This is an optimization exercise on Yosys and OpenROAD, whose aim is small area, a short achievable clock period and few clock cycles per item, not a production implementation.
RTL that was checked went through simulation tests only; none was proved equivalent to the original.

## v6
// integer_square_root_with_fraction
module integer_square_root_with_fraction #(
  parameter int unsigned FRAC_DIGITS = 5
) (
  input  logic                              clk_i,
  input  logic                              rst_ni,
  input  logic                              in_valid_i,
  output logic                              in_ready_o,
  input  logic [isqf_pkg::RADICAND_W-1:0]   in_radicand_i,
  output logic                              out_valid_o,
  input  logic                              out_ready_i,
  output logic [isqf_pkg::INT_ROOT_W-1:0]   out_int_root_o,
  output logic [isqf_pkg::SCALED_W-1:0]     out_scaled_root_o
);
==> flow/config.mk <==
export PLATFORM = sky130hd
export DESIGN_NAME = integer_square_root_with_fraction
export DESIGN_NICKNAME = integer_square_root_with_fraction
export VERILOG_FILES = /design/flow/design.v
export SDC_FILE = /design/flow/constraint.sdc
export NUM_CORES = 4
export LEC_CHECK = 0
export ABC_AREA = 1
export CAP_MARGIN = 20
export CORE_MARGIN = 2
export CORE_UTILIZATION = 55
export PLACE_DENSITY = 0.68
export SETUP_SLACK_MARGIN = 4.8
export SLEW_MARGIN = 20
==> flow/constraint.sdc <==
create_clock -name core_clock -period 8.0 [get_ports {clk_i}]
set_input_delay 1.6000 -clock core_clock [delete_from_list [all_inputs] [get_ports {clk_i}]]
set_output_delay 1.6000 -clock core_clock [all_outputs]
set_load 0.01 [all_outputs]
run.sh (not shown) runs the stock make flow with config.mk's settings and CLKGATE_MAP_FILE= SYNTH_SCRIPT=/design/flow/synth_recipe.tcl, a recipe that flattens the netlist after the stock synthesis.
Testbench counts of v6, summed over its fixed seeds: cycles 8,264, items 8,000.
Here is what was changed in the inputs of v7 compared with v6.
Settings: CORE_UTILIZATION now 40, was 55; PLACE_DENSITY no longer set, was 0.68.
## What came out
Multi-input combinational cell count: v6 vs v7, no meaningful difference
Relative to v6, worst path required time has decreased by 40 ps in v7.
Width of the chip grows by more than 10% when moving from v6 to v7.
Compared with v6, in v7 wire length on met3 increased about 25%; detail-routed net length per standard cell shrank by 2.0%.
Setup slack came out lower on v7 than on v6.

Setup of the previous run:
Another version of the RTL of integer_square_root_with_fraction (not shown whole).
Size: ~11000 cells after synthesis, ~2100 flip-flops, ~86 I/O pins, about 0.11 sq mm of cells after synthesis.
==> flow/config.mk <==
export PLATFORM = sky130hd
export DESIGN_NAME = integer_square_root_with_fraction
export DESIGN_NICKNAME = integer_square_root_with_fraction
export VERILOG_FILES = /design/flow/design.v
export SDC_FILE = /design/flow/constraint.sdc
export NUM_CORES = 4
export LEC_CHECK = 0
export ABC_AREA = 1
export CAP_MARGIN = 20
export CORE_MARGIN = 2
export CORE_UTILIZATION = 40
export SLEW_MARGIN = 20
==> flow/constraint.sdc <==
create_clock -name core_clock -period 8.0 [get_ports {clk_i}]
set_input_delay 1.6000 -clock core_clock [delete_from_list [all_inputs] [get_ports {clk_i}]]
set_output_delay 1.6000 -clock core_clock [all_outputs]
set_load 0.01 [all_outputs]
Input changes introduced in the current run (baseline for comparison: the previous run):
Settings: SETUP_SLACK_MARGIN newly set to 4.8.
Max via count of the first global-routing pass across the current run and the previous run: the current run. For the current run, the worst setup path startpoint was sk_v, unlike the previous run, where it was out_ready_i. The category of the most critical setup path comes out reg2out in one run and in2reg in the other, namely in the current run and the previous run respectively. Summary — number of buffers added by the clock tree synthesis step, the current run relative to the previous run: higher, by 0.43%. Reported for the current run and the previous run, number of sinks handled by clock tree synthesis turned out identical to the last digit. From the previous run to the current run the numbers moved as follows: insertion delay to the later sink of the worst-skew pair ~0 delta; site row count level; global-route track usage on met3 was more or less identical. The current run ran to completion and came out clean on the timing, DRC and antenna checks.
No functional check of the RTL was part of any run of this note.

lane 1:
Another version of the RTL of integer_square_root_with_fraction (not shown whole).
For scale: roughly 11000 cells after synthesis, about 2100 flip-flops, about 86 I/O pins, ~110000 um^2 of cells after synthesis.
==> flow/config.mk <==
export PLATFORM = sky130hd
export DESIGN_NAME = integer_square_root_with_fraction
export DESIGN_NICKNAME = integer_square_root_with_fraction
export VERILOG_FILES = /design/flow/design.v
export SDC_FILE = /design/flow/constraint.sdc
export NUM_CORES = 4
export LEC_CHECK = 0
export ABC_AREA = 1
export CAP_MARGIN = 20
export CORE_MARGIN = 2
export CORE_UTILIZATION = 55
export CTS_CLUSTER_DIAMETER = 60
export CTS_CLUSTER_SIZE = 30
export PLACE_DENSITY = 0.68
export SETUP_SLACK_MARGIN = 4.9
export SLEW_MARGIN = 20
==> flow/constraint.sdc <==
create_clock -name core_clock -period 8.0 [get_ports {clk_i}]
set_input_delay 1.6000 -clock core_clock [delete_from_list [all_inputs] [get_ports {clk_i}]]
set_output_delay 1.6000 -clock core_clock [all_outputs]
set_load 0.01 [all_outputs]
Lane 1: done, clean on timing, DRC and antenna
Testbench counts of lane 1, summed over its fixed seeds: cycles 8,264, items 8,000.
diff inputs: lane 1 => lane 2
- CTS_CLUSTER_SIZE: 30 -> unset
- CTS_CLUSTER_DIAMETER: 60 -> unset
- SETUP_SLACK_MARGIN: 4.9 -> 5.0
Notes after the runs:
Going from lane 1 to lane 2, total length of routed met3 wires saw an increase; multi-input logic portion of the cell area saw little to no change; via count increased by 1.6% relative to the old numbers; minimum period implied by the final worst setup slack fell by 0.0095 ns; multi-input logic cell count has remained practically unchanged.
> inputs changed (lane 2 -> lane 3)
- SETUP_SLACK_MARGIN now 4.6, was 5.0
### Flow results
Sort lane 3 and lane 2 by headroom to the max-slew limit, ascending, and lane 2 comes first. | post-synthesis to final-layout area growth | lower: lane 3 |. Violation count after the first detailed-routing iteration improves in lane 3 relative to lane 2. Compared to lane 2, the routing of lane 3 uses less wire. Between lane 3 and lane 2, it is lane 3 whose post-CTS resize count is lower, by about 80%. Cell type of the slowest stage on the worst timing path = sky130_fd_sc_hd__clkdlybuf4s50_1: lane 3; cell type of the slowest stage on the worst timing path = sky130_fd_sc_hd__edfxtp_1: lane 2. Launching element of the worst setup path = s30_q[16]: lane 3; launching element of the worst setup path = s26_dr[5]: lane 2. Lane 3 against lane 2: met2 demand-to-capacity share in global routing moved down.

[port drivers added, routing unchanged]
No port has a modelled driver above. Below, the same layouts with a new extraction and two added sets of constraints. Step 1 (the two cells are an assumption about what drives the block):
set clk [get_ports {clk_i}]
set_driving_cell -lib_cell sky130_fd_sc_hd__clkbuf_16 $clk
set_driving_cell -lib_cell sky130_fd_sc_hd__buf_2 [delete_from_list [all_inputs] $clk]
Step 2 adds t to the input delays and takes it off the output delays; t is the mean of the earliest and latest rising clock arrival at the registers after step 1. Input paths then give back, and output paths get back, about the clock's delay inside the block. Slacks: ideal / step 1 / step 2; pairs: ideal / step 1.
run | shift t [ns] | slack for setup (ns) | worst setup path after step 2 | clock arrival spread, ns | worst data-port slew with drivers (ns)
v6 | 0.957 | 4.760 / 4.784 / 3.869 | input to register | 0.069 / 0.070 | 0.04
v7 | 0.966 | 4.715 / 4.772 / 3.814 | input to register | 0.129 / 0.129 | 0.06
the previous run | 0.977 | 4.118 / 4.107 / 3.204 | input to register | 0.104 / 0.104 | 0.07
the current run | 0.970 | 4.694 / 4.596 / 3.923 | input to register | 0.133 / 0.133 | 0.05
lane 1 | 0.903 | 4.890 / 4.859 / 4.790 | input to register | 0.065 / 0.065 | 0.05
lane 2 | 0.930 | 4.899 / 4.850 / 4.778 | input to register | 0.088 / 0.089 | 0.06
lane 3 | 0.928 | 4.687 / 4.599 / 4.691 | register to register | 0.085 / 0.085 | 0.05
After both steps setup and hold are still met in every run listed. The setup slack of the previous run, which loses most, moves by -0.011 ns with the drivers and by -0.914 ns with both steps.
